Context: an optimization exercise on an open-source flow, tuned for small area, a short achievable clock period and few clock cycles. The choices shown serve that exercise and are no tape-out recipe. The RTL was checked by simulation tests, not by an equivalence proof against the original design. Power figures rest on the tool's default switching activity, not on a simulated workload.

[flow/run.sh]
#!/bin/bash
# synth_recipe.tcl (not shown) runs the flow's synth.tcl, then flattens the netlist and writes it again
# the make line also repeats each setting of config.mk as NAME=value (left out here)
make -C /OpenROAD-flow-scripts/flow DESIGN_CONFIG=/design/flow/config.mk WORK_HOME=/design/flow/orfs CLKGATE_MAP_FILE= SYNTH_SCRIPT=/design/flow/synth_recipe.tcl finish
[flow/config.mk]
export PLATFORM = sky130hd
export DESIGN_NAME = dcache
export DESIGN_NICKNAME = dcache
export VERILOG_FILES = /design/flow/design.v
export SDC_FILE = /design/flow/constraint.sdc
export NUM_CORES = 4
export LEC_CHECK = 0
export CAP_MARGIN = 20
export CORE_MARGIN = 2
export CORE_UTILIZATION = 50
export PLACE_DENSITY = 0.65
export SETUP_SLACK_MARGIN = 5
export SLEW_MARGIN = 20
export TNS_END_PERCENT = 0
[flow/constraint.sdc]
create_clock -name core_clock -period 9.0 [get_ports {CLK}]
set_input_delay 1.8000 -clock core_clock [delete_from_list [all_inputs] [get_ports {CLK}]]
set_output_delay 1.8000 -clock core_clock [all_outputs]
set_load 0.01 [all_outputs]
[flow/design.v]
`default_nettype none
package dcachePkg;
   localparam int wordWidth  = 32;
   localparam int tagWidth   = 26;
   localparam int indexWidth = 3;
   localparam int numSets    = 8;
   localparam int byteBits   = 2;
   typedef logic [wordWidth-1:0]  word_t;
   typedef logic [tagWidth-1:0]   tag_t;
   typedef logic [indexWidth-1:0] index_t;
   typedef logic [2*wordWidth-1:0] block_t;      
   typedef enum logic [3:0] {
      idle,
      wbWord0,
      wbWord1,          
      fillWord0,
      fillWord1,        
      mergeFetch,       
      install,
      writeHit,
      respond,
      flushWay0Word0,
      flushWay0Word1,
      flushWay1Word0,
      flushWay1Word1,
      flushNext,
      flushed
   } cacheState_t;
endpackage
`default_nettype wire
`timescale 1ns/1ps
`default_nettype none
module dcache
(
   input  logic  CLK,
   input  logic  nRST,
   input  logic  dmemREN,
   input  logic  dmemWEN,
   input  dcachePkg::word_t dmemaddr,
   input  dcachePkg::word_t dmemstore,
   input  logic  halt,
   output logic  dhit,
   output dcachePkg::word_t dmemload,
   output logic  flushed,
   output logic  dREN,
   output logic  dWEN,
   output dcachePkg::word_t daddr,
   output dcachePkg::word_t dstore,
   input  logic  dwait,
   input  dcachePkg::word_t dload
);
   localparam logic [2:0] IDLE   = 3'd0,    
                          LOOK   = 3'd1,    
                          WB1    = 3'd2,    
                          RO     = 3'd3,    
                          RR     = 3'd4,    
                          FSTART = 3'd5,    
                          FW0    = 3'd6,    
                          FW1    = 3'd7;    
   logic [2:0]  state;
   logic        flushedR;
   logic        hitR, hitWayR, vwayR, vdirtyR;
   logic [4:0]  ent;                
   logic [25:0] atag;
   logic [2:0]  aidx;
   logic        off;
   logic        req;
   assign atag = dmemaddr[31:6];
   assign aidx = dmemaddr[5:3];
   assign off  = dmemaddr[2];
   assign req  = dmemREN | dmemWEN;
   logic [25:0] tagArr  [16];
   logic [31:0] dataArr [32];
   logic [15:0] validArr;
   logic [15:0] dirtyArr;
   logic [7:0]  lruArr;             
   logic [7:0]  setDirty;
   logic [2:0]  fs;
   logic        fw, anyDirty;
   assign setDirty = dirtyArr[7:0] | dirtyArr[15:8];
   assign anyDirty = |setDirty;
   always_comb
   begin
      fs = 3'd0;
      for (int s = 7; s >= 0; s--)
         if (setDirty[s])
            fs = 3'(s);
   end
   assign fw = !dirtyArr[{1'b0, fs}];
   logic       flushing;
   logic [2:0] idx;
   logic [7:0] asel, isel;
   assign flushing = state[2] && (state[1] || state[0]);
   assign idx      = flushing ? fs : aidx;
   always_comb
      for (int s = 0; s < 8; s++)
      begin
         asel[s] = (aidx == 3'(s));
         isel[s] = (idx == 3'(s));
      end
   logic [25:0] t0, t1;
   always_comb
   begin
      t0 = '0;
      t1 = '0;
      for (int s = 0; s < 8; s++)
      begin
         t0 = t0 | (tagArr[s]     & {26{isel[s]}});
         t1 = t1 | (tagArr[8 + s] & {26{isel[s]}});
      end
   end
   logic [7:0] victimDirty;
   always_comb
      for (int s = 0; s < 8; s++)
         victimDirty[s] = lruArr[s] ? dirtyArr[8 + s] : dirtyArr[s];
   logic match0, match1, hit, lru, vdirty;
   assign match0 = |(validArr[7:0] & isel) && (t0 == atag);
   assign match1 = |(validArr[15:8] & isel) && (t1 == atag);
   assign hit    = match0 || match1;
   assign lru    = |(lruArr & asel);
   assign vdirty = |(victimDirty & asel);
   logic [31:0] w00, w01, w10, w11;    
   always_comb
   begin
      w00 = '0;
      w01 = '0;
      w10 = '0;
      w11 = '0;
      for (int s = 0; s < 8; s++)
      begin
         w00 = w00 | (dataArr[{1'b0, 3'(s), 1'b0}] & {32{isel[s]}});
         w01 = w01 | (dataArr[{1'b0, 3'(s), 1'b1}] & {32{isel[s]}});
         w10 = w10 | (dataArr[{1'b1, 3'(s), 1'b0}] & {32{isel[s]}});
         w11 = w11 | (dataArr[{1'b1, 3'(s), 1'b1}] & {32{isel[s]}});
      end
   end
   logic [31:0] esel;
   logic [15:0] bsel;
   always_comb
   begin
      for (int e = 0; e < 32; e++)
         esel[e] = (ent == 5'(e));
      for (int b = 0; b < 16; b++)
         bsel[b] = esel[2*b] | esel[2*b + 1];
   end
   logic [31:0] wordR;
   logic [25:0] vtagR;              
   logic look, missWB, missRd, isWB;
   assign look   = (state == LOOK);
   assign missWB = look && !hitR && vdirtyR;
   assign missRd = look && !hitR && !vdirtyR;
   assign isWB   = missWB || state == WB1 || state == FW0 || state == FW1;
   assign dWEN   = isWB;
   assign dREN   = missRd || state == RO || state == RR;
   assign daddr  = {isWB ? vtagR : atag, ent[3:0], 2'b00};
   assign dstore = wordR;
   logic fetchDone, missLast;
   assign fetchDone = !dwait && dREN;
   assign missLast  = !dwait && (((missRd || state == RO) && dmemWEN) || state == RR);
   assign dhit     = req && ((look && hitR) || missLast);
   assign dmemload = (state == RR) ? dload : wordR;
   assign flushed  = flushedR;
   always_ff @(posedge CLK, negedge nRST)
   begin
      if (!nRST)
      begin
         state    <= IDLE;
         flushedR <= 1'b0;
      end
      else
         case (state)
            IDLE:
               if (halt)
                  state <= FSTART;
               else if (req)
                  state <= LOOK;
            LOOK:
               if (hitR)
                  state <= IDLE;
               else if (!dwait)
                  state <= vdirtyR ? WB1 : (dmemWEN ? IDLE : RR);
            WB1:
               if (!dwait)
                  state <= RO;
            RO:
               if (!dwait)
                  state <= dmemWEN ? IDLE : RR;
            RR:
               if (!dwait)
                  state <= IDLE;
            FSTART:
               if (anyDirty)
                  state <= FW0;
               else
                  flushedR <= 1'b1;
            FW0:
               if (!dwait)
                  state <= FW1;
            default:
               if (!dwait)
                  state <= FSTART;
         endcase
   end
   always_ff @(posedge CLK)
      vtagR <= (flushing ? fw : lru) ? t1 : t0;
   always_ff @(posedge CLK)
      if (state == IDLE)
      begin
         if (hit)
            wordR <= match0 ? (off ? w01 : w00) : (off ? w11 : w10);
         else
            wordR <= lru ? w10 : w00;
      end
      else if (state == FSTART)
         wordR <= fw ? w10 : w00;
      else if (!dwait && (missWB || state == FW0))
         wordR <= (flushing ? fw : vwayR) ? w11 : w01;
   always_ff @(posedge CLK)
   begin
      if (state == IDLE)
      begin
         hitR    <= hit;
         hitWayR <= !match0;
         vwayR   <= lru;
         vdirtyR <= vdirty;
      end
      case (state)
         IDLE:
            ent <= hit ? {!match0, aidx, off} : {lru, aidx, vdirty ? 1'b0 : !off};
         LOOK:
            if (!dwait)
               ent <= {vwayR, aidx, vdirtyR ? 1'b1 : off};
         WB1:
            if (!dwait)
               ent <= {vwayR, aidx, !off};
         RO:
            if (!dwait)
               ent <= {vwayR, aidx, off};
         FSTART:
            ent <= {fw, fs, 1'b0};
         FW0:
            if (!dwait)
               ent <= {fw, fs, 1'b1};
         default: ;
      endcase
   end
   logic hitWrite, storeMiss, done;
   logic [31:0] wdata0, wdata1;
   assign hitWrite  = look && hitR && dmemWEN;
   assign storeMiss = missLast && dmemWEN;             
   assign done      = missLast;
   assign wdata0    = (dmemWEN && !off) ? dmemstore : dload;
   assign wdata1    = (dmemWEN &&  off) ? dmemstore : dload;
   always_ff @(posedge CLK)
   begin
      for (int e = 0; e < 32; e++)
         if ((esel[e] && (fetchDone || hitWrite)) || (esel[e ^ 1] && storeMiss))
            dataArr[e] <= e[0] ? wdata1 : wdata0;
      for (int b = 0; b < 16; b++)
         if (done && b[3] == vwayR && asel[b % 8])
            tagArr[b] <= atag;
   end
   always_ff @(posedge CLK, negedge nRST)
   begin
      if (!nRST)
      begin
         validArr <= '0;
         dirtyArr <= '0;
         lruArr   <= '0;
      end
      else
      begin
         for (int b = 0; b < 16; b++)
         begin
            if (done && b[3] == vwayR && asel[b % 8])
            begin
               validArr[b] <= 1'b1;
               dirtyArr[b] <= dmemWEN;
            end
            if (hitWrite && bsel[b])
               dirtyArr[b] <= 1'b1;
            if (state == FW1 && !dwait && bsel[b])
               dirtyArr[b] <= 1'b0;
         end
         for (int s = 0; s < 8; s++)
            if (asel[s])
            begin
               if (done)
                  lruArr[s] <= !vwayR;
               if (look && hitR)
                  lruArr[s] <= !hitWayR;
            end
      end
   end
endmodule
`default_nettype wire
==> out/metrics.cfg, run 1 <==
[status]
status = complete, no violations

[timing]
slew_headroom_pct = 27.6
fin_skew_ns = 0.0421
worst_pin_slew_ns = 1.09
fmax_mhz = 200
rsz0062_at_grt = yes
setup_ws_ns = 3.99
hold_slack_ns = 0.466
min_period_ns = 5.01
final_max_slew_viol_count = 0
hold_viol_final = 0
finalSetupTns_ns = 0
setup_violations = 0
post-route-period-util_pct = 55.6

[critical_path]
critPathLaunchType = primary input
criticalPathCategory = in2reg
worstSetupEndpointType = flip-flop
regToRegSetupSlack_ns = 4.03
r2r-start = dirtyArr[15]$_DFFE_PN0P_
crit_fanout = 15
cp.required_ns = 9.51
reg2regPathDepth = 17
crit_arrival_ns = 5.52
r2r-end = wordR[2]$_DFFE_PP_

[finish]
drive_above_1_share_pct = 19.8
final_util_pct = 60.3
fin_cells = 6291
nFillCells = 9237
nets = 4611
final_cell_area_sq_um = 75900
area_delta_synth_final_pct = 19.8

[clock_tree]
cts_hold_buffers = 0
cts_tree = done
cts_buffer_depth = 3
clock-sinks = 1551
clk_latency_ns = 0.79
clock-root-buffer = clkbuf_16
htreeDepth = 4
cts_buffers = 156
cts.reportedPaths.clkPinSlew_ns = 0.06

[pwr]
switching_share_pct = 37.9
peakVddDrop_v = 0.000281
intPower_mw = 16.3
finalPower_mw = 26.2
p_leak_nw = 25.2
switchingPower_mw = 9.93
power_density_nw_per_um2 = 346
seq_power_share_pct = 33.8
clkPwrFrac_pct = 23.8
p_comb_share_pct = 42.4

[yosys]
yosys.area.top_type_share_pct = 70.2
synth_top_area_cell = edfxtp_1
synth_edf_count = 1481
ys_types = 94
ys_ff_latch = 1551
netlist_top_cells_area = edfxtp_1 70%, a22oi_1 4.2%, mux2_2 3.1%
syn_area_sq_um = 63400
syn_inst = 4150
synth_ff_type = edfxtp_1
ys_async_sr_fraction_pct = 2.84
ys_seq_area_share_pct = 72.8
yosys_warnings = 3
avgSynthCellArea_sq_um = 15.3

[floorplan]
rows = 130
die_area_sq_um = 130000
die_h_um = 360
start_util_pct = 50.4
io_pins = 202
coreArea_sq_um = 126000
die_w_um = 360

[worst_hold_path]
worstHoldStart = flushedR$_DFFE_PN0P_
hold_path.class = reg2reg
holdPathStages = 1
hold_end = flushedR$_DFFE_PN0P_

[global_routing]
grt_use_total_pct = 32.1
grt_max_degree = 119
grt_pass1_vias = 40500
grt_pass1_wl_um = 298000
gr-total-overflow = 0
antenna_found_initial = 3

[place]
dpl_cell_area_sq_um = 67900
dp_hpwl_um = 107000
portBuffers = 197
dp.cells = 5843
gp_congestion = 0.879
place_ws_ns = 1.07

[route]
drc = 0
wl_per_cell_um = 33.8
drtAntennaViolNets = 0
wl_um = 212000
drt_pass1_iterations = 8
avgViaCountPerCell = 6.80
drtIter0Drc = 6568
num_vias = 42800

[flow_run]
cap_violations = 0

==> layout make-up <==
type | count | area (sq um) | area share [%]
diodes | 4 | 10.0 | 0.0132
clock buffers | 214 | 4280 | 5.63
clock inverters | 72 | 592 | 0.780
inverters | 30 | 113 | 0.148
multi-input cells | 2295 | 17400 | 23.0
flip-flops and latches | 1551 | 46100 | 60.8
well taps | 1650 | 2060 | 2.72
repair buffers | 475 | 5270 | 6.95
==> kinds of logic after synthesis <==
logic type      Yosys count  share of synthesized area [%]
xor+xnor                 43                          0.594
simple gates            839                           6.62
flops                  1551                           72.8
buf+inv                 317                           2.10
mux                     311                           5.32
compound gates         1088                           12.6
other cells               1                        0.00592
==> what timing repair did <==
item	CTS	global route
gates resized for setup	321	60
endpoints found under the setup margin	1104	121
pin swaps	45	25
gates cloned	28	4
endpoints found under the hold margin	0	0
buffers inserted	100	26
==> routing by layer <==
metal / global-route usage (%) / up-vias / wire, um
met5: 0 / - / 0
met4: 14.5 / 0 / 10900
met3: 6.16 / 597 / 25000
met2: 50.4 / 3133 / 97800
met1: 43.7 / 21500 / 78700
li1: - / 17500 / -
==> critical path, stage by stage <==
cell and delay, ns:
buf_12 0.13, mux2_4 0.33, nand2_8 0.13, buf_16 0.14, nor3_4 0.05, buf_6 0.14, a22o_1 0.18, a222oi_1 0.34
a21o_1 0.24, nand4_1 0.11, or4_4 0.55, buf_6 0.14, nor4_4 0.46, buf_6 0.20, buf_6 0.12, and3_4 0.31
a221oi_2 0.09
==> cell usage in the layout, fill, tap and decap left out, types with 24 or more instances in the layout <==
master              n
clkbuf_16         162
nor2_4             44
mux2_2            173
nand2_1           226
clkinv_1           32
clkdlybuf4s50_1   147
nand2b_1           28
edfxtp_1         1481
dfrtp_1            38
o21ai_0           104
a21oi_1           129
a211oi_1           62
a31oi_1            31
clkbuf_1           46
nor2_1            126
a221oi_1           60
nand3_1           105
a22oi_1           351
buf_4             182
and3_1             97
inv_1              28
nand4_1            75
o211ai_1           24
buf_12             45
mux2i_1           131
dfxtp_1            26
a22o_1             77
o22ai_1            30
==> flip-flops by register name (all words and copies together) (netlist names) <==
signal    flops
ent           5
hitWayR       1
vdirtyR       1
state         3
tagArr      416
lruArr        8
wordR        32
flushedR      1
vwayR         1
dataArr    1024
hitR          1
dirtyArr     16
vtagR        26
validArr     16
==> cell usage after synthesis, types with 13 or more instances <==
master	count
mux2_2	175
a21oi_1	134
a22o_1	77
a31oi_1	34
buf_1	36
dfxtp_1	26
or4_1	14
o22ai_1	31
clkbuf_1	182
buf_4	14
nor3_1	20
o211ai_1	24
a21o_1	14
nand2_1	237
nand3_1	109
a22oi_1	353
dfrtp_1	44
mux2i_1	132
a211o_1	13
or2_2	14
nor2_1	171
o221ai_1	22
a211oi_1	66
edfxtp_1	1481
xor2_1	20
nand2b_1	28
a222oi_1	15
inv_1	28
and3_1	99
o32ai_1	13
xnor2_1	23
o21ai_0	109
nand4_1	75
a221o_1	13
buf_2	51
a221oi_1	68
==> power groups by stage <==
stage          logic (mW)  registers (mW)  clock network [mW]
2_1_floorplan        5.70            8.89                   0
3_3_place_gp         9.15            9.01                   0
3_5_place_dp         9.26            9.01                   0
4_1_cts              10.5            8.86                6.26
5_1_grt              11.5            8.90                6.54
6_report             11.1            8.86                6.25
==> worst max-delay path by stage <==
| stage | from | endpoint | slack [ns] | cells after the start |
|---|---|---|---|---|
| after floorplan | dmemaddr[3] | wordR[22]$_DFFE_PP_ | 3.90 | 13 |
| after global placement | dmemaddr[4] | wordR[14]$_DFFE_PP_ | 1.20 | 16 |
| after detailed placement | dmemaddr[4] | wordR[17]$_DFFE_PP_ | 1.07 | 15 |
| after CTS | dirtyArr[3]$_DFFE_PN0P_ | wordR[17]$_DFFE_PP_ | 4.12 | 14 |
| after global routing | dmemaddr[4] | wordR[27]$_DFFE_PP_ | 3.98 | 17 |
| final | dmemaddr[4] | wordR[2]$_DFFE_PP_ | 3.99 | 17 |
Testbench counts, summed over its fixed seeds: cycles 68,421.
==> inputs of run 2 (changes only) <==
--- a/flow/design.v
+++ b/flow/design.v
@@ -88,16 +88,13 @@
    end
    assign fw = !dirtyArr[{1'b0, fs}];
    logic       flushing;
-   logic [2:0] idx;
-   logic [7:0] asel, isel;
+   logic [7:0] asel, fsel, isel;
    assign flushing = state[2] && (state[1] || state[0]);
-   assign idx      = flushing ? fs : aidx;
-   always_comb
-      for (int s = 0; s < 8; s++)
-      begin
+   assign fsel     = setDirty & ~(setDirty - 8'd1);           
+   always_comb
+      for (int s = 0; s < 8; s++)
          asel[s] = (aidx == 3'(s));
-         isel[s] = (idx == 3'(s));
-      end
+   assign isel = flushing ? fsel : asel;
    logic [25:0] t0, t1;
    always_comb
    begin
@@ -109,13 +106,17 @@
          t1 = t1 | (tagArr[8 + s] & {26{isel[s]}});
       end
    end
+   logic [15:0] tagEq;
+   always_comb
+      for (int e = 0; e < 16; e++)
+         tagEq[e] = validArr[e] && (tagArr[e] == atag);
    logic [7:0] victimDirty;
    always_comb
       for (int s = 0; s < 8; s++)
          victimDirty[s] = lruArr[s] ? dirtyArr[8 + s] : dirtyArr[s];
    logic match0, match1, hit, lru, vdirty;
-   assign match0 = |(validArr[7:0] & isel) && (t0 == atag);
-   assign match1 = |(validArr[15:8] & isel) && (t1 == atag);
+   assign match0 = |(tagEq[7:0] & asel);
+   assign match1 = |(tagEq[15:8] & asel);
    assign hit    = match0 || match1;
    assign lru    = |(lruArr & asel);
    assign vdirty = |(victimDirty & asel);
@@ -205,16 +206,13 @@
       vtagR <= (flushing ? fw : lru) ? t1 : t0;
    always_ff @(posedge CLK)
       if (state == IDLE)
-      begin
-         if (hit)
-            wordR <= match0 ? (off ? w01 : w00) : (off ? w11 : w10);
-         else
-            wordR <= lru ? w10 : w00;
-      end
+         wordR <= (match0 || (!match1 && !lru)) ? (off ? w01 : w00) : (off ? w11 : w10);
       else if (state == FSTART)
          wordR <= fw ? w10 : w00;
-      else if (!dwait && (missWB || state == FW0))
-         wordR <= (flushing ? fw : vwayR) ? w11 : w01;
+      else if (!dwait && missWB)
+         wordR <= vwayR ? (off ? w10 : w11) : (off ? w00 : w01);
+      else if (!dwait && state == FW0)
+         wordR <= fw ? w11 : w01;
    always_ff @(posedge CLK)
    begin
       if (state == IDLE)
@@ -226,10 +224,10 @@
       end
       case (state)
          IDLE:
-            ent <= hit ? {!match0, aidx, off} : {lru, aidx, vdirty ? 1'b0 : !off};
+            ent <= hit ? {!match0, aidx, off} : {lru, aidx, vdirty ? off : !off};
          LOOK:
             if (!dwait)
-               ent <= {vwayR, aidx, vdirtyR ? 1'b1 : off};
+               ent <= {vwayR, aidx, vdirtyR ? !off : off};
          WB1:
             if (!dwait)
                ent <= {vwayR, aidx, !off};
==> out/metrics.cfg, run 2 <==
[pwr]
peakVddDrop_v = 0.000223
power_density_nw_per_um2 = 291
finalPower_mw = 22.2
p_leak_nw = 24.2

[clock_tree]
cts_buffers = 157
cts_tree = done
clock-sinks = 1551
htreeDepth = 4
clk_latency_ns = 0.80
cts_buffer_depth = 3
cts.reportedPaths.clkPinSlew_ns = 0.06
clock-root-buffer = clkbuf_16
cts_hold_buffers = 0

[finish]
largest-register = dataArr
fin_cells = 6481
drive_above_1_share_pct = 15.7
final_common_cell = edfxtp_1
largestRegisters = dataArr: 1024 flops, tagArr: 416 flops, wordR: 32 flops
largest_register_ffs = 1024
area_delta_synth_final_pct = 15.8
final_cell_mix = 1481 x edfxtp_1, 416 x xnor2_1, 246 x a222oi_1
nets = 4696

[yosys]
synth_edf_count = 1481
yosys.area.top_type_share_pct = 67.4
ys_seq_area_share_pct = 69.8
synth_commonest_cells = 1481 x edfxtp_1, 416 x xnor2_1, 246 x a222oi_1
yosysMostFrequentCell = edfxtp_1
yosys_warnings = 3
ys_async_sr_fraction_pct = 2.84
syn_inst = 4368
synth_ff_type = edfxtp_1
netlist_top_cells_area = edfxtp_1 67%, xnor2_1 5.5%, a222oi_1 3.7%
synth_top_area_cell = edfxtp_1
avgSynthCellArea_sq_um = 15.1
ys_ff_latch = 1551
ys_types = 74
syn_area_sq_um = 66000

[timing]
slew_headroom_pct = 34.0
rsz0062_at_grt = yes
fmax_mhz = 221
finalSetupTns_ns = 0
worst_pin_slew_ns = 0.990
final_max_slew_viol_count = 0
hold_viol_final = 0
fin_skew_ns = 0.0381
setup_violations = 0
min_period_ns = 4.53
post-route-period-util_pct = 50.3

[place]
dp_hpwl_um = 121000
dp.cells = 6127
gp_congestion = 0.916
portBuffers = 197

[floorplan]
io_pins = 202
die_h_um = 367
start_util_pct = 50.3
rows = 133
die_w_um = 367
coreArea_sq_um = 131000
die_area_sq_um = 135000

[critical_path]
crit_fanout = 44
worstSetupEndpointType = flip-flop
criticalPathCategory = in2reg
cp.required_ns = 9.50
critPathLaunchType = primary input
crit_arrival_ns = 5.03

[route]
avgViaCountPerCell = 6.72
drt_pass1_iterations = 10
wl_per_cell_um = 32.1
drc = 0
drtIter0Drc = 7346
num_vias = 43600
drtAntennaViolNets = 0
wl_um = 208000

[global_routing]
grt_pass1_wl_um = 295000
gr-total-overflow = 0
grt_max_degree = 104
antenna_found_initial = 2
grt_pass1_vias = 41100
grt_use_total_pct = 30.2

[worst_hold_path]
hold_path.class = reg2reg

[status]
status = complete, no violations

[flow_run]
cap_violations = 0

## run 2: cells by family (layout without fill, tap and decap cells)
| logic type | Yosys count | count (layout) | share of synthesized area, % |
|---|---|---|---|
| AOI/OAI and AO/OA | 949 | 950 | 11.5 |
| DFF | 1551 | 1551 | 69.8 |
| other | 1 | 3 | 0.00568 |
| buffers and inverters | 350 | 698 | 2.43 |
| and+or+nand+nor | 870 | 877 | 6.91 |
| muxes | 231 | 231 | 3.79 |
| xor gates and xnor gates | 416 | 416 | 5.52 |
## run 2: per-stage QoR
step | setup slack [ns] | hold slack, ns | util, % | area, sq um
2_1_floorplan | 4.27 | 0.434 | - | 66000
3_3_place_gp | 2.58 | 0.452 | 53.4 | 70100
3_5_place_dp | 2.50 | 0.456 | 53.4 | 70100
4_1_cts | 4.51 | 0.471 | 58.1 | 76200
5_1_grt | 4.52 | 0.489 | 58.2 | 76500
6_report | 4.47 | 0.472 | 58.2 | 76500
## run 2: area by class of cell
| class | count | area, sq um |
|---|---|---|
| fillers | 10000 | 54800 |
| flip-flops and latches | 1551 | 46100 |
| multi-input cells | 2476 | 18900 |
| clock buffers | 201 | 4280 |
| repair buffers | 385 | 3980 |
| well taps | 1755 | 2200 |
| clock inverters | 89 | 853 |
| inverters | 23 | 88.8 |
| diodes | 1 | 2.50 |
## run 2: path summary, 6_finish.rpt
| path | cells past startpoint | end | slack, ns | from |
|---|---|---|---|---|
| min reg2reg | 1 | validArr[15]$_DFFE_PN0P_ | 0.47 | validArr[15]$_DFFE_PN0P_ |
| min in group asynchronous | 2 | flushedR$_DFFE_PN0P_ | 1.10 | nRST |
| max in group asynchronous | 2 | dirtyArr[8]$_DFFE_PN0P_ | 7.38 | nRST |
| max | 13 | wordR[1]$_DFFE_PP_ | 4.47 | dmemaddr[7] |
| max reg2reg | 12 | wordR[27]$_DFFE_PP_ | 4.76 | state[1]$_DFFE_PN0P_ |
| min | 1 | validArr[15]$_DFFE_PN0P_ | 0.47 | validArr[15]$_DFFE_PN0P_ |
## run 2: worst max-delay path, cell delays in order
cell             delay, ns
clkdlybuf4s15_2       0.23
buf_12                0.14
buf_4                 0.17
xnor2_1               0.43
nand4_1               0.30
nor4_2                0.40
a22oi_1               0.15
nand4_1               0.11
buf_4                 0.17
o21bai_4              0.09
buf_12                0.17
and3_1                0.21
or4_1                 0.60
## run 2: repair_timing
item                                    in CTS  in global routing
resized for setup                          357                 53
buffers inserted                            37                 10
cloned                                      14                  1
endpoints found under the setup margin     360                121
pin swaps                                   10                  9
## run 2: report_power, final
| group | total, mW | switching, mW | internal (mW) |
|---|---|---|---|
| combinational | 6.78 | 4.32 | 2.47 |
| sequential | 8.93 | 0.335 | 8.59 |
| clock | 6.52 | 2.80 | 3.73 |
## run 2: layer usage
metal  part of all wire (%)  vias to the layer above  GRT usage (%)
met5                      0                        -              0
met4                    4.1                        0           12.2
met3                     11                      436           6.24
met2                     46                     2912           46.8
met1                     38                    21900           41.7
li1                       -                    18300              -
Testbench counts of run 2, summed over its fixed seeds: cycles 68,421.
==> inputs of run 3 (changes only) <==
--- a/flow/config.mk
+++ b/flow/config.mk
@@ -7,8 +7,9 @@
 export LEC_CHECK = 0
 export CAP_MARGIN = 20
 export CORE_MARGIN = 2
-export CORE_UTILIZATION = 50
-export PLACE_DENSITY = 0.65
+export CORE_UTILIZATION = 60
+export CTS_BUF_LIST = sky130_fd_sc_hd__clkbuf_8
+export PLACE_DENSITY = 0.7
 export SETUP_SLACK_MARGIN = 5
 export SLEW_MARGIN = 20
 export TNS_END_PERCENT = 0
==> out/metrics.cfg, run 3 <==
[clock_tree]
cts_hold_buffers = 0
cts_buffers = 234
clk_latency_ns = 0.97
htreeDepth = 4
clock-root-buffer = clkbuf_8
cts.reportedPaths.clkPinSlew_ns = 0.07
cts_tree = done
cts_buffer_depth = 3
clock-sinks = 1551

[timing]
fin_skew_ns = 0.0497
setup_violations = 0
slew_headroom_pct = 9.64
fmax_mhz = 212
hold_viol_final = 0
finalSetupTns_ns = 0
setup_ws_ns = 4.28
min_period_ns = 4.72
rsz0062_at_grt = yes
final_max_slew_viol_count = 0
hold_slack_ns = 0.473
worst_pin_slew_ns = 1.35
post-route-period-util_pct = 52.5

[critical_path]
criticalPathCategory = in2reg
crit_fanout = 67
worstSetupEndpointType = flip-flop
regToRegSetupSlack_ns = 4.47
cp.required_ns = 9.65
critPathLaunchType = primary input
crit_arrival_ns = 5.37

[finish]
drive_above_1_share_pct = 16.1
largest-register = dataArr
largestRegisters = dataArr: 1024 flops, tagArr: 416 flops, wordR: 32 flops
fin_cells = 6277
nets = 4759
final_cell_area_sq_um = 75300
final_util_pct = 69.1
final_cell_mix = 1481 x edfxtp_1, 416 x xnor2_1, 251 x clkbuf_8
area_delta_synth_final_pct = 14.1
final_common_cell = edfxtp_1
largest_register_ffs = 1024

[place]
gp_congestion = 0.910
dpl_cell_area_sq_um = 69600
dp.cells = 5764
portBuffers = 197
dp_hpwl_um = 120000
place_ws_ns = 2.66

[yosys]
ys_seq_area_share_pct = 69.8
ys_async_sr_fraction_pct = 2.84
synth_top_area_cell = edfxtp_1
synth_commonest_cells = 1481 x edfxtp_1, 416 x xnor2_1, 246 x a222oi_1
syn_inst = 4368
synth_ff_type = edfxtp_1
avgSynthCellArea_sq_um = 15.1
syn_area_sq_um = 66000
netlist_top_cells_area = edfxtp_1 67%, xnor2_1 5.5%, a222oi_1 3.7%
synth_edf_count = 1481
ys_ff_latch = 1551
yosysMostFrequentCell = edfxtp_1
ys_types = 74
yosys_warnings = 3
yosys.area.top_type_share_pct = 67.4

[floorplan]
die_area_sq_um = 113000
die_h_um = 336
start_util_pct = 60.5
coreArea_sq_um = 109000
die_w_um = 336
rows = 121
io_pins = 202

[pwr]
intPower_mw = 14.0
switching_share_pct = 35.4
clkPwrFrac_pct = 26.3
p_leak_nw = 24.2
finalPower_mw = 21.7
switchingPower_mw = 7.68
seq_power_share_pct = 41.4
power_density_nw_per_um2 = 287
peakVddDrop_v = 0.000271
p_comb_share_pct = 32.2

[global_routing]
grt_pass1_vias = 41400
grt_pass1_wl_um = 296000
antenna_found_initial = 4
grt_use_total_pct = 37.0
grt_max_degree = 129
gr-total-overflow = 0

[route]
num_vias = 44700
drtAntennaViolNets = 0
wl_um = 213000
drt_pass1_iterations = 8
avgViaCountPerCell = 7.13
drc = 0
wl_per_cell_um = 33.9
drtIter0Drc = 9210

[status]
status = complete, no violations

[worst_hold_path]
hold_path.class = reg2reg

[flow_run]
cap_violations = 0

[run 3: cell counts after synthesis]
No cell type changed its count.
[run 3: logic make-up (layout without fill, tap and decap cells)]
kind of cell	count (synthesis)	count (layout)	synth area share (%)
buf+inv	350	834	2.43
mux	231	231	3.79
flops	1551	1551	69.8
other cells	1	5	0.00568
xor+xnor	416	416	5.52
simple gates	870	875	6.91
compound gates	949	951	11.5
[run 3: power groups by stage]
stage | combinational, mW | clock [mW] | sequential [mW]
finish | 6.98 | 5.70 | 8.97
global route | 7.27 | 6.04 | 9.00
CTS | 6.64 | 5.72 | 8.94
detailed placement | 6.31 | 0 | 9.11
global placement | 6.24 | 0 | 9.10
floorplan | 3.85 | 0 | 8.95
[run 3: timing repair]
item                                    4_1_cts  5_1_grt
endpoints found under the setup margin      272      124
gates resized for setup                     236       26
gates cloned                                 13        4
buffers inserted                             41       12
pin swaps                                     7       10
[run 3: path summary, 6_finish.rpt]
path | start | to | cells past startpoint
max | dmemaddr[18] | wordR[0]$_DFFE_PP_ | 12
max in group asynchronous | nRST | state[1]$_DFFE_PN0P_ | 2
min reg2reg | validArr[8]$_DFFE_PN0P_ | validArr[8]$_DFFE_PN0P_ | 1
max reg2reg | state[0]$_DFFE_PN0P_ | wordR[16]$_DFFE_PP_ | 11
min | validArr[8]$_DFFE_PN0P_ | validArr[8]$_DFFE_PN0P_ | 1
min in group asynchronous | nRST | validArr[8]$_DFFE_PN0P_ | 2
[run 3: final cells by class]
| type | instances | area, sq um |
|---|---|---|
| diodes | 3 | 7.51 |
| clock buffers | 250 | 3440 |
| clock inverters | 189 | 1180 |
| fillers | 7373 | 33700 |
| inverters | 23 | 90.1 |
| multi-input cells | 2475 | 18900 |
| flip-flops and latches | 1551 | 46100 |
| well taps | 1414 | 1770 |
| repair buffers | 372 | 3800 |
[run 3: critical path, stage by stage]
cell and delay, ns:
clkdlybuf4s15_2 0.34, buf_12 0.14, buf_4 0.39, xnor2_1 0.17, nand4_1 0.16, nor4_1 0.59, a22oi_1 0.19, nand4_1 0.26
o21bai_4 0.18, buf_12 0.32, nor3_1 0.10, or4_1 0.58
[run 3: metal layers]
layer | GRT usage (%) | routed length, um
met3 | 14.7 | 38800
met2 | 50.4 | 88300
met1 | 55.2 | 79900
met4 | 10.2 | 5820
met5 | 0 | 34
==> inputs of run 4 (changes only) <==
--- a/flow/design.v
+++ b/flow/design.v
@@ -145,74 +145,124 @@
          bsel[b] = esel[2*b] | esel[2*b + 1];
    end
    logic [31:0] wordR;
-   logic [25:0] vtagR;              
-   logic look, missWB, missRd, isWB;
-   assign look   = (state == LOOK);
-   assign missWB = look && !hitR && vdirtyR;
-   assign missRd = look && !hitR && !vdirtyR;
-   assign isWB   = missWB || state == WB1 || state == FW0 || state == FW1;
-   assign dWEN   = isWB;
-   assign dREN   = missRd || state == RO || state == RR;
-   assign daddr  = {isWB ? vtagR : atag, ent[3:0], 2'b00};
+   logic look;
+   logic dRENR, dWENR, lookHitR, cplR, rrR;
+   logic [25:0] tagOutR;
+   assign look = (state == LOOK);
+   assign dWEN   = dWENR;
+   assign dREN   = dRENR;
+   assign daddr  = {tagOutR, ent[3:0], 2'b00};
    assign dstore = wordR;
    logic fetchDone, missLast;
-   assign fetchDone = !dwait && dREN;
-   assign missLast  = !dwait && (((missRd || state == RO) && dmemWEN) || state == RR);
-   assign dhit     = req && ((look && hitR) || missLast);
-   assign dmemload = (state == RR) ? dload : wordR;
+   assign fetchDone = !dwait && dRENR;
+   assign missLast  = !dwait && cplR;              
+   assign dhit     = req && (lookHitR || missLast);
+   assign dmemload = rrR ? dload : wordR;
    assign flushed  = flushedR;
+   logic [2:0] nextState;
+   always_comb
+   begin
+      nextState = state;
+      case (state)
+         IDLE:
+            if (halt)
+               nextState = FSTART;
+            else if (req)
+               nextState = LOOK;
+         LOOK:
+            if (hitR)
+               nextState = IDLE;
+            else if (!dwait)
+               nextState = vdirtyR ? WB1 : (dmemWEN ? IDLE : RR);
+         WB1:
+            if (!dwait)
+               nextState = RO;
+         RO:
+            if (!dwait)
+               nextState = dmemWEN ? IDLE : RR;
+         RR:
+            if (!dwait)
+               nextState = IDLE;
+         FSTART:
+            if (anyDirty)
+               nextState = FW0;
+         FW0:
+            if (!dwait)
+               nextState = FW1;
+         default:
+            if (!dwait)
+               nextState = FSTART;
+      endcase
+   end
+   logic curHit, curDirty, nextWB, nextRd;
+   assign curHit   = (state == IDLE) ? hit : hitR;
+   assign curDirty = (state == IDLE) ? vdirty : vdirtyR;
+   assign nextWB   = (nextState == LOOK && !curHit && curDirty) ||
+                     nextState == WB1 || nextState == FW0 || nextState == FW1;
+   assign nextRd   = (nextState == LOOK && !curHit && !curDirty) ||
+                     nextState == RO || nextState == RR;
    always_ff @(posedge CLK, negedge nRST)
    begin
       if (!nRST)
       begin
          state    <= IDLE;
          flushedR <= 1'b0;
+         dWENR    <= 1'b0;
+         dRENR    <= 1'b0;
+         lookHitR <= 1'b0;
+         cplR     <= 1'b0;
+         rrR      <= 1'b0;
       end
       else
-         case (state)
-            IDLE:
-               if (halt)
-                  state <= FSTART;
-               else if (req)
-                  state <= LOOK;
-            LOOK:
-               if (hitR)
-                  state <= IDLE;
-               else if (!dwait)
-                  state <= vdirtyR ? WB1 : (dmemWEN ? IDLE : RR);
-            WB1:
-               if (!dwait)
-                  state <= RO;
-            RO:
-               if (!dwait)
-                  state <= dmemWEN ? IDLE : RR;
-            RR:
-               if (!dwait)
-                  state <= IDLE;
-            FSTART:
-               if (anyDirty)
-                  state <= FW0;
-               else
-                  flushedR <= 1'b1;
-            FW0:
-               if (!dwait)
-                  state <= FW1;
-            default:
-               if (!dwait)
-                  state <= FSTART;
-         endcase
+      begin
+         state    <= nextState;
+         if (state == FSTART && !anyDirty)
+            flushedR <= 1'b1;
+         dWENR    <= nextWB;
+         dRENR    <= nextRd;
+         lookHitR <= (state == IDLE) && nextState == LOOK && hit;
+         cplR     <= (((nextState == LOOK && !curHit && !curDirty) || nextState == RO) && dmemWEN) ||
+                     nextState == RR;
+         rrR      <= (nextState == RR);
+      end
    end
    always_ff @(posedge CLK)
-      vtagR <= (flushing ? fw : lru) ? t1 : t0;
+      tagOutR <= nextWB ? ((flushing ? fw : lru) ? t1 : t0) : atag;
+   logic rdWay, rdWord, rdLoad;
+   logic [31:0] rdW0, rdW1;
+   always_comb
+   begin
+      rdLoad = 1'b0;
+      rdWay  = fw;
+      rdWord = 1'b1;
+      case (state)
+         IDLE:
+         begin
+            rdLoad = 1'b1;
+            rdWay  = !match0 && (match1 || lru);
+            rdWord = off;
+         end
+         LOOK:
+         begin
+            rdLoad = !dwait && !hitR && vdirtyR;
+            rdWay  = vwayR;
+            rdWord = !off;
+         end
+         FSTART:
+         begin
+            rdLoad = 1'b1;
+            rdWord = 1'b0;
+         end
+         FW0:
+            rdLoad = !dwait;
+         default: ;
+      endcase
+   end
+   assign rdW0 = rdWord ? w01 : w00;
+   assign rdW1 = rdWord ? w11 : w10;
    always_ff @(posedge CLK)
-      if (state == IDLE)
-         wordR <= (match0 || (!match1 && !lru)) ? (off ? w01 : w00) : (off ? w11 : w10);
-      else if (state == FSTART)
-         wordR <= fw ? w10 : w00;
-      else if (!dwait && missWB)
-         wordR <= vwayR ? (off ? w10 : w11) : (off ? w00 : w01);
-      else if (!dwait && state == FW0)
-         wordR <= fw ? w11 : w01;
+      if (rdLoad)
+         wordR <= rdWay ? rdW1 : rdW0;
    always_ff @(posedge CLK)
    begin
       if (state == IDLE)
@@ -244,7 +294,7 @@
    end
    logic hitWrite, storeMiss, done;
    logic [31:0] wdata0, wdata1;
-   assign hitWrite  = look && hitR && dmemWEN;
+   assign hitWrite  = lookHitR && dmemWEN;
    assign storeMiss = missLast && dmemWEN;             
    assign done      = missLast;
    assign wdata0    = (dmemWEN && !off) ? dmemstore : dload;
@@ -285,7 +335,7 @@
             begin
                if (done)
                   lruArr[s] <= !vwayR;
-               if (look && hitR)
+               if (lookHitR)
                   lruArr[s] <= !hitWayR;
             end
       end
--- a/flow/config.mk
+++ b/flow/config.mk
@@ -7,9 +7,8 @@
 export LEC_CHECK = 0
 export CAP_MARGIN = 20
 export CORE_MARGIN = 2
-export CORE_UTILIZATION = 60
-export CTS_BUF_LIST = sky130_fd_sc_hd__clkbuf_8
-export PLACE_DENSITY = 0.7
+export CORE_UTILIZATION = 50
+export PLACE_DENSITY = 0.65
 export SETUP_SLACK_MARGIN = 5
 export SLEW_MARGIN = 20
 export TNS_END_PERCENT = 0
==> out/metrics.cfg, run 4 <==
[timing]
fin_skew_ns = 0.0615
setup_ws_ns = 4.72
slew_headroom_pct = 22.5
fmax_mhz = 234
finalSetupTns_ns = 0
setup_violations = 0
worst_pin_slew_ns = 1.16
hold_viol_final = 0
min_period_ns = 4.28
rsz0062_at_grt = yes
hold_slack_ns = 0.500
post-route-period-util_pct = 47.5
final_max_slew_viol_count = 0

[finish]
num_antenna_cells = 0
largest-register = dataArr
largestRegisters = dataArr: 1024 flops, tagArr: 416 flops, wordR: 32 flops
final_common_cell = edfxtp_1
final_util_pct = 58.6
area_delta_synth_final_pct = 16.3
fin_cells = 6143
largest_register_ffs = 1024
nets = 4452
final_cell_area_sq_um = 74800
drive_above_1_share_pct = 16.7
final_cell_mix = 1479 x edfxtp_1, 433 x a22oi_1, 382 x xnor2_1

[critical_path]
crit_arrival_ns = 4.96
critPathLaunchType = primary input
reg2regPathDepth = 8
r2r-start = state[2]$_DFF_PN0_
criticalPathCategory = in2reg
cp.required_ns = 9.68
crit_fanout = 134
worstSetupEndpointType = flip-flop
regToRegSetupSlack_ns = 4.87
r2r-end = tagOutR[2]$_DFF_P_

[global_routing]
grt_pass1_vias = 39600
gr-total-overflow = 0
grt_pass1_wl_um = 293000
antenna_found_initial = 2
grt_max_degree = 136
grt_use_total_pct = 31.2

[yosys]
netlist_top_cells_area = edfxtp_1 69%, xnor2_1 5.4%, a22oi_1 5.1%
synth_edf_count = 1479
synth_top_area_cell = edfxtp_1
ys_types = 75
ys_ff_latch = 1556
ys_seq_area_share_pct = 71.8
yosys.area.top_type_share_pct = 69.0
syn_inst = 4113
syn_area_sq_um = 64300
synth_ff_type = edfxtp_1
avgSynthCellArea_sq_um = 15.6
yosys_warnings = 3
synth_commonest_cells = 1479 x edfxtp_1, 433 x a22oi_1, 399 x xnor2_1
ys_async_sr_fraction_pct = 3.15
yosysMostFrequentCell = edfxtp_1

[route]
wl_um = 212000
drt_pass1_iterations = 9
drtAntennaViolNets = 0
num_vias = 41900
avgViaCountPerCell = 6.83
drc = 0
drtIter0Drc = 6515
wl_per_cell_um = 34.5

[pwr]
power_density_nw_per_um2 = 289
peakVddDrop_v = 0.000263
finalPower_mw = 21.6
p_leak_nw = 23.2

[floorplan]
die_area_sq_um = 132000
io_pins = 202
die_h_um = 363
die_w_um = 363
rows = 131
coreArea_sq_um = 128000
start_util_pct = 50.4

[clock_tree]
cts_tree = done
clk_latency_ns = 0.81
clock-root-buffer = clkbuf_16
htreeDepth = 4
cts.reportedPaths.clkPinSlew_ns = 0.06
cts_buffer_depth = 3
clock-sinks = 1556
cts_buffers = 161

[place]
dp_hpwl_um = 116000
gp_congestion = 0.969
portBuffers = 197
place_ws_ns = 2.30
dp.cells = 5802
dpl_cell_area_sq_um = 68400

[worst_hold_path]
worstHoldStart = validArr[0]$_DFFE_PN0P_
hold_path.class = reg2reg
holdPathStages = 1
hold_end = validArr[0]$_DFFE_PN0P_

[status]
status = complete, no violations

[flow_run]
cap_violations = 0

[run 4: layout make-up]
| class | instances | area [sq um] |
|---|---|---|
| fill | 9716 | 52900 |
| inverter | 18 | 67.6 |
| timing repair buffer | 338 | 3380 |
| clock buffer | 211 | 4310 |
| tap | 1662 | 2080 |
| clock inverter | 83 | 958 |
| multi-input combinational | 2275 | 17800 |
| sequential | 1556 | 46200 |
[run 4: worst max path at each step]
stage / from / endpoint / cells past startpoint
6_report: dmemaddr[5] / tagOutR[5]$_DFF_P_ / 10
3_5_place_dp: dmemaddr[5] / wordR[0]$_DFFE_PP_ / 10
4_1_cts: dwait / dhit / 5
2_1_floorplan: dwait / dataArr[12][0]$_DFFE_PP_ / 7
3_3_place_gp: dmemaddr[5] / wordR[12]$_DFFE_PP_ / 10
5_1_grt: dmemaddr[26] / wordR[17]$_DFFE_PP_ / 13
[run 4: power by group]
| group | switching (mW) | total (mW) | internal, mW |
|---|---|---|---|
| Clock | 2.85 | 6.68 | 3.83 |
| Sequential | 0.369 | 8.83 | 8.47 |
| Combinational | 3.71 | 6.09 | 2.38 |
[run 4: routing by layer]
layer  routed length (um)  global-route usage (%)  vias up
li1                     -                       -    17300
met1                83000                    44.0    21400
met2                97200                    47.9     2792
met3                22500                    5.78      417
met4                 9170                    13.2        4
met5                   32                       0        -
[run 4: timing repair]
action	CTS	global route
endpoints found under the hold margin	0	0
setup endpoints to repair	181	113
pin swaps	10	9
gates cloned	8	9
hold buffers	0	0
gates resized for setup	447	60
setup buffers	18	11
[run 4: cell families (layout without fill, tap and decap cells)]
group	after synthesis	count (layout)	synth area share (%)
flip-flops	1556	1556	71.8
other	1	2	0.00583
buffers and inverters	286	650	1.94
AO/OA/AOI/OAI	919	922	10.9
AND/OR/NAND/NOR	748	748	6.36
multiplexers	195	195	3.45
XOR/XNOR	408	408	5.55
[run 4: worst max-delay path, stage by stage]
cell and delay [ns]:
buf_4 0.25, nand3b_1 0.16, buf_6 0.22, o22ai_4 0.12, buf_12 0.22, a222oi_1 0.74, nand3_1 0.31, a21oi_1 0.31
mux2i_1 0.19, mux2_2 0.31
Testbench counts of run 4, summed over its fixed seeds: cycles 68,421.
==> inputs of run 5 (changes only) <==
--- a/flow/config.mk
+++ b/flow/config.mk
@@ -8,6 +8,8 @@
 export CAP_MARGIN = 20
 export CORE_MARGIN = 2
 export CORE_UTILIZATION = 50
+export CTS_CLUSTER_DIAMETER = 100
+export CTS_CLUSTER_SIZE = 20
 export PLACE_DENSITY = 0.65
 export SETUP_SLACK_MARGIN = 5
 export SLEW_MARGIN = 20
==> out/metrics.cfg, run 5 <==
[place]
portBuffers = 197
dpl_cell_area_sq_um = 68400
dp_hpwl_um = 116000
gp_congestion = 0.969

[route]
drc = 0
avgViaCountPerCell = 6.91
num_vias = 41400
drtIter0Drc = 6532
drt_pass1_iterations = 11
wl_um = 212000
wl_per_cell_um = 35.3
drtAntennaViolNets = 0

[timing]
final_max_slew_viol_count = 0
fmax_mhz = 235
hold_slack_ns = 0.508
rsz0062_at_grt = yes
worst_pin_slew_ns = 1.16
finalSetupTns_ns = 0
hold_viol_final = 0
setup_violations = 0
post-route-period-util_pct = 47.3
slew_headroom_pct = 22.1
min_period_ns = 4.26
fin_skew_ns = 0.0738

[yosys]
synth_top_area_cell = edfxtp_1
netlist_top_cells_area = edfxtp_1 69%, xnor2_1 5.4%, a22oi_1 5.1%
yosysMostFrequentCell = edfxtp_1
synth_edf_count = 1479
ys_types = 75
yosys.area.top_type_share_pct = 69.0
ys_async_sr_fraction_pct = 3.15
yosys_warnings = 3
syn_area_sq_um = 64300
ys_ff_latch = 1556
synth_commonest_cells = 1479 x edfxtp_1, 433 x a22oi_1, 399 x xnor2_1
synth_ff_type = edfxtp_1
avgSynthCellArea_sq_um = 15.6
ys_seq_area_share_pct = 71.8
syn_inst = 4113

[critical_path]
critPathLaunch = dmemaddr[3]
crit_arrival_ns = 4.84
endpoint = tagOutR[2]$_DFF_P_
criticalPathCategory = in2reg
worstSetupEndpointType = flip-flop
r2r-start = dirtyArr[0]$_DFFE_PN0P_
crit_fanout = 134
critPathLaunchType = primary input
cp.required_ns = 9.58
r2r-end = tagOutR[2]$_DFF_P_
reg2regPathDepth = 7
regToRegSetupSlack_ns = 5.01

[floorplan]
rows = 131
coreArea_sq_um = 128000
die_w_um = 363
die_area_sq_um = 132000
io_pins = 202
start_util_pct = 50.4
die_h_um = 363

[finish]
seq_area_sq_um = 46200
final_cell_mix = 1479 x edfxtp_1, 433 x a22oi_1, 373 x xnor2_1
nFillCells = 9906
drive_above_1_share_pct = 15.3
final_common_cell = edfxtp_1
largestRegisters = dataArr: 1024 flops, tagArr: 416 flops, wordR: 32 flops
nets = 4395
final_cell_area_sq_um = 72600
largest_register_ffs = 1024
multi_input_area_sq_um = 18100
largest-register = dataArr
area_delta_synth_final_pct = 12.8

[clock_tree]
clk_latency_ns = 0.76
cts.reportedPaths.clkPinSlew_ns = 0.09
htreeDepth = 3
clock-sinks = 1556
cts_hold_buffers = 0
clock-root-buffer = clkbuf_16
cts_buffer_depth = 3
cts_tree = done
cts_buffers = 88

[pwr]
peakVddDrop_v = 0.000323
p_leak_nw = 22.1
power_density_nw_per_um2 = 263
finalPower_mw = 19.1

[status]
status = complete, no violations

[global_routing]
antenna_found_initial = 5
grt_use_total_pct = 31.1
grt_max_degree = 135
gr-total-overflow = 0
grt_pass1_vias = 38900
grt_pass1_wl_um = 291000

[flow_run]
cap_violations = 0

[worst_hold_path]
hold_path.class = reg2reg

-- run 5: cell counts after synthesis --
No cell type changed its count.
-- run 5: metrics by stage --
step | util (%) | setup WS, ns | std cells
3_3_place_gp | 53.5 | 2.38 | 5802
6_report | 56.9 | 4.74 | 5990
4_1_cts | 56.1 | 4.83 | 5953
3_5_place_dp | 53.5 | 2.30 | 5802
2_1_floorplan | - | 4.49 | 4114
5_1_grt | 56.8 | 4.82 | 5987
-- run 5: logic make-up after synthesis --
group	share of synthesized area (%)
AOI/OAI and AO/OA	10.9
xor gates and xnor gates	5.55
buffers and inverters	1.94
DFF	71.8
muxes	3.45
other	0.00583
and+or+nand+nor	6.36
-- run 5: final cells by class --
| cell class | count | area share, % |
|---|---|---|
| sequential | 1556 | 63.7 |
| multi-input combinational | 2275 | 24.9 |
| timing repair buffer | 354 | 5.14 |
| clock buffer | 112 | 3.16 |
| tap | 1662 | 2.86 |
| clock inverter | 10 | 0.207 |
| inverter | 18 | 0.0931 |
| antenna | 3 | 0.0103 |
-- run 5: how the worst min path moves through the flow --
| stage | start | endpoint | cells after the start |
|---|---|---|---|
| floorplan | validArr[11]$_DFFE_PN0P_ | validArr[11]$_DFFE_PN0P_ | 1 |
| global placement | validArr[0]$_DFFE_PN0P_ | validArr[0]$_DFFE_PN0P_ | 1 |
| detailed placement | validArr[0]$_DFFE_PN0P_ | validArr[0]$_DFFE_PN0P_ | 1 |
| CTS | validArr[0]$_DFFE_PN0P_ | validArr[0]$_DFFE_PN0P_ | 1 |
| global route | validArr[4]$_DFFE_PN0P_ | validArr[4]$_DFFE_PN0P_ | 1 |
| finish | validArr[0]$_DFFE_PN0P_ | validArr[0]$_DFFE_PN0P_ | 1 |
-- run 5: per-layer routing --
layer / track usage (%) / vias to the layer above / wire length (um)
li1: - / 17100 / -
met1: 44.3 / 21100 / 82700
met2: 47.7 / 2777 / 95700
met3: 5.36 / 431 / 22900
met4: 12.4 / 8 / 10300
met5: 0 / - / 53
-- run 5: what timing repair did --
item	CTS	global route
pin swaps	12	12
buffers inserted	18	25
resized for setup	461	101
setup endpoints to repair	183	117
cloned	11	8
-- run 5: report_power, final --
part / switching [mW] / total, mW / internal (mW)
sequential: 0.369 / 8.82 / 8.45
combinational: 3.70 / 6.15 / 2.45
clock: 2.33 / 4.15 / 1.81
-- run 5: worst max-delay path: stages --
cell and delay [ns]:
buf_16 0.12, buf_4 0.13, nand3b_1 0.08, buf_6 0.22, o22ai_4 0.11, buf_12 0.24
a222oi_1 0.84, nand3_1 0.16, a21oi_1 0.32, mux2i_2 0.21, mux2_2 0.30
==> inputs of run 6 (changes only) <==
--- a/flow/config.mk
+++ b/flow/config.mk
@@ -11,6 +11,6 @@
 export CTS_CLUSTER_DIAMETER = 100
 export CTS_CLUSTER_SIZE = 20
 export PLACE_DENSITY = 0.65
-export SETUP_SLACK_MARGIN = 5
+export SETUP_SLACK_MARGIN = 4.8
 export SLEW_MARGIN = 20
-export TNS_END_PERCENT = 0
+export TNS_END_PERCENT = 100
==> out/metrics.cfg, run 6 <==
[global_routing]
grt_use_total_pct = 30.3
grt_max_degree = 129
grt_pass1_vias = 38300
gr-total-overflow = 0
grt_pass1_wl_um = 284000
antenna_found_initial = 4

[floorplan]
coreArea_sq_um = 128000
die_w_um = 363
die_area_sq_um = 132000
start_util_pct = 50.4
rows = 131
io_pins = 202
die_h_um = 363

[place]
dpl_cell_area_sq_um = 68600
dp.cells = 5805
dp_hpwl_um = 116000
portBuffers = 197
gp_congestion = 0.979

[clock_tree]
cts_buffers = 88
clock-root-buffer = clkbuf_16
cts_hold_buffers = 0
clock-sinks = 1556
htreeDepth = 3
cts.reportedPaths.clkPinSlew_ns = 0.08
cts_buffer_depth = 3
cts_tree = done
clk_latency_ns = 0.74

[yosys]
syn_area_sq_um = 64300
yosysMostFrequentCell = edfxtp_1
syn_inst = 4113
yosys.area.top_type_share_pct = 69.0
synth_ff_type = edfxtp_1
synth_edf_count = 1479
synth_commonest_cells = 1479 x edfxtp_1, 433 x a22oi_1, 399 x xnor2_1
ys_types = 75
ys_ff_latch = 1556
synth_top_area_cell = edfxtp_1
avgSynthCellArea_sq_um = 15.6
netlist_top_cells_area = edfxtp_1 69%, xnor2_1 5.4%, a22oi_1 5.1%
ys_async_sr_fraction_pct = 3.15
yosys_warnings = 3
ys_seq_area_share_pct = 71.8

[timing]
rsz0062_at_grt = yes
fmax_mhz = 236
finalSetupTns_ns = 0
post-route-period-util_pct = 47.2
final_max_slew_viol_count = 0
fin_skew_ns = 0.0429
hold_viol_final = 0
setup_violations = 0
min_period_ns = 4.24
slew_headroom_pct = 23.9
worst_pin_slew_ns = 1.14

[finish]
drive_above_1_share_pct = 14.9
multi_input_area_sq_um = 17900
seq_area_sq_um = 46200
fin_cells = 5996
final_common_cell = edfxtp_1
largestRegisters = dataArr: 1024 flops, tagArr: 416 flops, wordR: 32 flops
final_cell_mix = 1479 x edfxtp_1, 430 x a22oi_1, 378 x xnor2_1
nFillCells = 9852
largest-register = dataArr
final_util_pct = 56.6
area_delta_synth_final_pct = 12.4
final_cell_area_sq_um = 72300
nets = 4388
largest_register_ffs = 1024

[route]
wl_um = 205000
drtIter0Drc = 6366
met2RoutedLength_um = 94600
num_vias = 41100
wl_met3_um = 19200
drt_pass1_iterations = 9
drc = 0
avgViaCountPerCell = 6.85
drtAntennaViolNets = 0
wl_per_cell_um = 34.3
top_layer_used = met5
drt-met1-wl_um = 82400

[critical_path]
crit_arrival_ns = 2.44
reg2regPathDepth = 9
critPathLaunchType = primary input
worst_path_max_delay_cell = mux2_2
crit_chain = dlygate4sd2_1 > mux2_2 > buf_6
cpPeakStageDelay_ns = 0.27
worstSetupEndpointType = output port
r2r-end = tagOutR[25]$_DFF_P_
crit_fanout = 3
cp.required_ns = 7.20
r2r-start = state[1]$_DFF_PN0_
criticalPathCategory = in2out
critPathBufInv = 2
path_delay_family = buffers and inverters
regToRegSetupSlack_ns = 4.85

[flow_run]
cap_violations = 0

[pwr]
power_density_nw_per_um2 = 266
finalPower_mw = 19.3
peakVddDrop_v = 0.000244
p_leak_nw = 22.0

[worst_hold_path]
hold_path.class = reg2reg
holdPathStages = 2
hold_end = flushedR$_DFFE_PN0P_
worstHoldStart = flushedR$_DFFE_PN0P_

[status]
status = complete, no violations

==> run 6: cell counts after synthesis <==
Identical to the previous run, type by type.
==> run 6: metal layers <==
metal | GRT usage, % | vias to the layer above
li1 | - | 17100
met1 | 43.2 | 21100
met2 | 47.2 | 2560
met3 | 4.43 | 359
met4 | 11.8 | 4
met5 | 0 | -
==> run 6: worst max-delay path by stage <==
| stage | depth (start not counted) | from | endpoint | slack [ns] |
|---|---|---|---|---|
| 6_report | 3 | dload[17] | dmemload[17] | 4.76 |
| 5_1_grt | 3 | dload[17] | dmemload[17] | 4.74 |
| 4_1_cts | 3 | dload[7] | dmemload[7] | 4.75 |
| 3_5_place_dp | 10 | dmemaddr[5] | wordR[10]$_DFFE_PP_ | 1.84 |
| 3_3_place_gp | 10 | dmemaddr[5] | wordR[10]$_DFFE_PP_ | 1.95 |
| 2_1_floorplan | 7 | dwait | dataArr[13][0]$_DFFE_PP_ | 4.51 |
==> run 6: worst reg2reg max path: stages (launching register included) <==
cell and delay (ns):
dfrtp_1 0.80, o21a_2 0.67, nand3b_1 0.53, o22ai_4 0.32, buf_4 0.57, a22oi_1 0.32
nand3_1 0.17, a21oi_2 0.10, mux2i_1 0.36, mux2_2 0.24
==> run 6: repair_timing <==
| action | in CTS | in global routing |
|---|---|---|
| pin swaps | 15 | 5 |
| setup buffers | 26 | 14 |
| endpoints found under the setup margin | 141 | 74 |
| gates resized for setup | 383 | 80 |
| cloned | 8 | 5 |
==> run 6: cells by family after synthesis <==
| logic type | synth area share [%] |
|---|---|
| DFF | 71.8 |
| AOI/OAI and AO/OA | 10.9 |
| and+or+nand+nor | 6.36 |
| xor gates and xnor gates | 5.55 |
| buffers and inverters | 1.94 |
| muxes | 3.45 |
| other | 0.00583 |
==> run 6: metrics by stage <==
| step | worst slack, ns | hold slack, ns |
|---|---|---|
| final | 4.76 | 0.514 |
| after detailed placement | 1.84 | 0.488 |
| after floorplan | 4.51 | 0.462 |
| after global placement | 1.95 | 0.485 |
| after CTS | 4.75 | 0.517 |
| after global routing | 4.74 | 0.539 |
==> run 6: area by class of cell <==
| cell class | instances | area share (%) |
|---|---|---|
| inverters | 18 | 0.0934 |
| flip-flops and latches | 1556 | 63.9 |
| repair buffers | 348 | 4.81 |
| well taps | 1662 | 2.88 |
| multi-input cells | 2274 | 24.8 |
| clock inverters | 9 | 0.237 |
| diodes | 3 | 0.0104 |
| clock buffers | 126 | 3.30 |
==> run 6: power by group <==
group | internal (mW) | leakage [nW] | switching, mW | total, mW
combinational | 2.57 | 6.60 | 3.65 | 6.23
clock | 1.89 | 1.23 | 2.33 | 4.23
sequential | 8.45 | 14.2 | 0.360 | 8.81
==> inputs of run 7 (changes only) <==
--- a/flow/design.v
+++ b/flow/design.v
@@ -228,41 +228,39 @@
    end
    always_ff @(posedge CLK)
       tagOutR <= nextWB ? ((flushing ? fw : lru) ? t1 : t0) : atag;
-   logic rdWay, rdWord, rdLoad;
+   logic rdWay, rdWord;
    logic [31:0] rdW0, rdW1;
    always_comb
    begin
-      rdLoad = 1'b0;
       rdWay  = fw;
       rdWord = 1'b1;
       case (state)
          IDLE:
          begin
-            rdLoad = 1'b1;
             rdWay  = !match0 && (match1 || lru);
             rdWord = off;
          end
          LOOK:
          begin
-            rdLoad = !dwait && !hitR && vdirtyR;
+            rdWay  = vwayR;
+            rdWord = dwait ? off : !off;
+         end
+         WB1:
+         begin
             rdWay  = vwayR;
             rdWord = !off;
          end
          FSTART:
-         begin
-            rdLoad = 1'b1;
             rdWord = 1'b0;
-         end
          FW0:
-            rdLoad = !dwait;
+            rdWord = !dwait;
          default: ;
       endcase
    end
    assign rdW0 = rdWord ? w01 : w00;
    assign rdW1 = rdWord ? w11 : w10;
    always_ff @(posedge CLK)
-      if (rdLoad)
-         wordR <= rdWay ? rdW1 : rdW0;
+      wordR <= rdWay ? rdW1 : rdW0;
    always_ff @(posedge CLK)
    begin
       if (state == IDLE)
--- a/flow/config.mk
+++ b/flow/config.mk
@@ -11,6 +11,6 @@
 export CTS_CLUSTER_DIAMETER = 100
 export CTS_CLUSTER_SIZE = 20
 export PLACE_DENSITY = 0.65
-export SETUP_SLACK_MARGIN = 4.8
+export SETUP_SLACK_MARGIN = 5
 export SLEW_MARGIN = 20
-export TNS_END_PERCENT = 100
+export TNS_END_PERCENT = 0
==> out/metrics.cfg, run 7 <==
[clock_tree]
cts_tree = done
cts_hold_buffers = 0
cts_buffers = 89
cts_buffer_depth = 3
htreeDepth = 3
clock-root-buffer = clkbuf_16
clock-sinks = 1556
cts.reportedPaths.clkPinSlew_ns = 0.09
clk_latency_ns = 0.73

[yosys]
ys_async_sr_fraction_pct = 3.15
synth_edf_count = 1447
yosys_warnings = 3
synth_ff_type = edfxtp_1
synth_top_area_cell = edfxtp_1
avgSynthCellArea_sq_um = 16.0
ys_types = 67
syn_area_sq_um = 62900
synth_commonest_cells = 1447 x edfxtp_1, 413 x xnor2_1, 249 x a22oi_1
ys_ff_latch = 1556
syn_inst = 3925
ys_seq_area_share_pct = 72.9
netlist_top_cells_area = edfxtp_1 69%, xnor2_1 5.7%, a22oi_1 3.0%
yosysMostFrequentCell = edfxtp_1
yosys.area.top_type_share_pct = 69.1

[timing]
post-route-period-util_pct = 46.6
fmax_mhz = 239
rsz0062_at_grt = yes
worst_pin_slew_ns = 1.17
setup_violations = 0
finalSetupTns_ns = 0
setup_ws_ns = 4.81
fin_skew_ns = 0.0651
hold_slack_ns = 0.473
min_period_ns = 4.19
final_max_slew_viol_count = 0
slew_headroom_pct = 21.9
hold_viol_final = 0

[floorplan]
rows = 130
start_util_pct = 50.2
coreArea_sq_um = 125000
die_h_um = 359
io_pins = 202
die_w_um = 359
die_area_sq_um = 129000

[route]
wl_per_cell_um = 32.0
avgViaCountPerCell = 6.64
drt_pass1_iterations = 10
drtAntennaViolNets = 0
wl_um = 185000
num_vias = 38300
drc = 0
drtIter0Drc = 6464

[finish]
largestRegisters = dataArr: 1024 flops, tagArr: 416 flops, wordR: 32 flops
largest-register = dataArr
nFillCells = 9779
area_delta_synth_final_pct = 11.2
final_cell_mix = 1447 x edfxtp_1, 403 x xnor2_1, 249 x a22oi_1
multi_input_area_sq_um = 16400
largest_register_ffs = 1024
seq_area_sq_um = 45900
num_antenna_cells = 0
final_cell_area_sq_um = 70000
final_common_cell = edfxtp_1
drive_above_1_share_pct = 13.4
nets = 4152

[status]
status = complete, no violations

[global_routing]
grt_pass1_vias = 36100
grt_pass1_wl_um = 262000
grt_max_degree = 129
gr-total-overflow = 0
grt_use_total_pct = 28.2
antenna_found_initial = 2

[critical_path]
critPathLaunchType = primary input
crit_fanout = 3
criticalPathCategory = in2out
cp.required_ns = 7.20
worst_path_max_delay_cell = mux2_4
cpPeakStageDelay_ns = 0.27
crit_arrival_ns = 2.39
worstSetupEndpointType = output port
crit_chain = clkdlybuf4s15_1 > mux2_4 > buf_6

[place]
place_ws_ns = 2.24
dpl_cell_area_sq_um = 66700
portBuffers = 197
dp_hpwl_um = 105000
gp_congestion = 0.931

[pwr]
peakVddDrop_v = 0.000193
p_leak_nw = 21.3
power_density_nw_per_um2 = 266
finalPower_mw = 18.6

[flow_run]
cap_violations = 0

[worst_hold_path]
hold_path.class = reg2reg

## run 7: changes by cell type in the layout (fill, tap and decap cells not counted), moves of 32 or more
cell / change
a41oi_1: +64
a221o_1: -65
a222oi_1: +128
edfxtp_1: -32
dfxtp_1: +32
nand4_1: -80
nand2_1: +72
a31oi_1: -61
a22oi_1: -181
## run 7: timing repair
item / 4_1_cts / 5_1_grt
buffers inserted: 10 / 2
endpoints found under the setup margin: 1097 / 199
resized for setup: 400 / 54
endpoints found under the hold margin: 0 / 0
pin swaps: 10 / 6
gates cloned: 2 / 0
## run 7: critical path: cells and delay by family
| kind | cells | cell delay, ns |
|---|---|---|
| mux | 1 | 0.27 |
| buf+inv | 2 | 0.32 |
## run 7: power breakdown
part	internal, mW	switching [mW]	leakage, nW
clock	1.90	2.35	1.24
combinational	2.26	3.40	5.88
sequential	8.35	0.331	14.2
total	12.5	6.08	21.3
## run 7: cell families after synthesis
logic type | after synthesis | share of synthesized area, %
AO/OA/AOI/OAI | 789 | 10.1
flip-flops | 1556 | 72.9
other | 1 | 0.00596
XOR/XNOR | 417 | 5.81
AND/OR/NAND/NOR | 679 | 5.46
multiplexers | 199 | 3.60
buffers and inverters | 284 | 2.12
## run 7: layout make-up
class	instances	share of cell area (%)
Clock inverter	10	0.243
Timing Repair Buffer	302	4.19
Inverter	15	0.0805
Clock buffer	150	3.51
Tap cell	1650	2.95
Sequential cell	1556	65.6
Multi-Input combinational cell	2086	23.5
## run 7: path summary, 6_finish.rpt
| check | end | depth (start not counted) | slack, ns | startpoint |
|---|---|---|---|---|
| hold / removal | validArr[0]$_DFFE_PN0P_ | 1 | 0.47 | validArr[0]$_DFFE_PN0P_ |
| setup / recovery | dmemload[22] | 3 | 4.81 | dload[22] |
| setup reg to reg | tagOutR[9]$_DFF_P_ | 9 | 5.07 | state[2]$_DFF_PN0_ |
| hold reg to reg | validArr[0]$_DFFE_PN0P_ | 1 | 0.47 | validArr[0]$_DFFE_PN0P_ |
| min in group asynchronous | validArr[9]$_DFFE_PN0P_ | 2 | 1.19 | nRST |
| max in group asynchronous | rrR$_DFF_PN0_ | 2 | 7.04 | nRST |
## run 7: through the flow
stage | std cells | utilization [%]
floorplan | 3926 | -
global placement | 5594 | 53.3
detailed placement | 5595 | 53.3
CTS | 5767 | 55.7
global route | 5769 | 55.9
finish | 5769 | 55.9
## run 7: metal layers
layer	global-route usage (%)	routed length [um]	up-vias	share of wire, %
li1	-	-	16100	-
met1	41.6	75200	19700	41
met2	44.5	86600	2254	47
met3	4.47	18300	257	9.9
met4	6.50	4350	0	2.4
met5	0	0	-	0
Testbench counts of run 7, summed over its fixed seeds: cycles 68,421.

static timing again, ports no longer ideal:
The flow's constraints put no driver on any port. The routed layouts listed below were extracted and timed again, unchanged, in two steps. Step 1: set_driving_cell puts a clkbuf_16 on CLK and a buf_2 on each other input, an assumption about the parent block. Step 2 moves the port delays by t, midway between the first and last clock arrival at a register: inputs arrive t later, outputs are due t later. That takes back most of the time a late clock gives input paths. Slacks: ideal / step 1 / step 2; pairs: ideal / step 1.
| run | shift t [ns] | setup WS [ns] | worst hold slack (ns) | worst setup path at the end | slew at the worst register clock pin (ns) |
|---|---|---|---|---|---|
| run 1 | 0.851 | 3.992 / 4.008 / 3.157 | 0.466 / 0.466 / 0.466 | input to register | 0.06 / 0.06 |
| run 2 | 0.856 | 4.470 / 4.486 / 3.665 | 0.472 / 0.472 / 0.472 | input to register | 0.07 / 0.07 |
| run 3 | 1.008 | 4.275 / 4.299 / 3.313 | 0.473 / 0.473 / 0.473 | input to register | 0.07 / 0.07 |
| run 4 | 0.867 | 4.724 / 4.762 / 3.895 | 0.500 / 0.500 / 0.500 | input to register | 0.07 / 0.07 |
| run 5 | 0.795 | 4.742 / 4.715 / 3.919 | 0.508 / 0.508 / 0.508 | input to register | 0.10 / 0.10 |
| run 6 | 0.797 | 4.755 / 4.735 / 3.984 | 0.514 / 0.514 / 0.514 | input to register | 0.10 / 0.10 |
| run 7 | 0.776 | 4.807 / 4.747 / 4.125 | 0.473 / 0.473 / 0.473 | input to register | 0.10 / 0.10 |
After both steps every run listed still meets setup and hold. For run 3, which loses most, drivers alone change the setup slack by +0.024 ns; drivers and shift together by -0.962 ns.
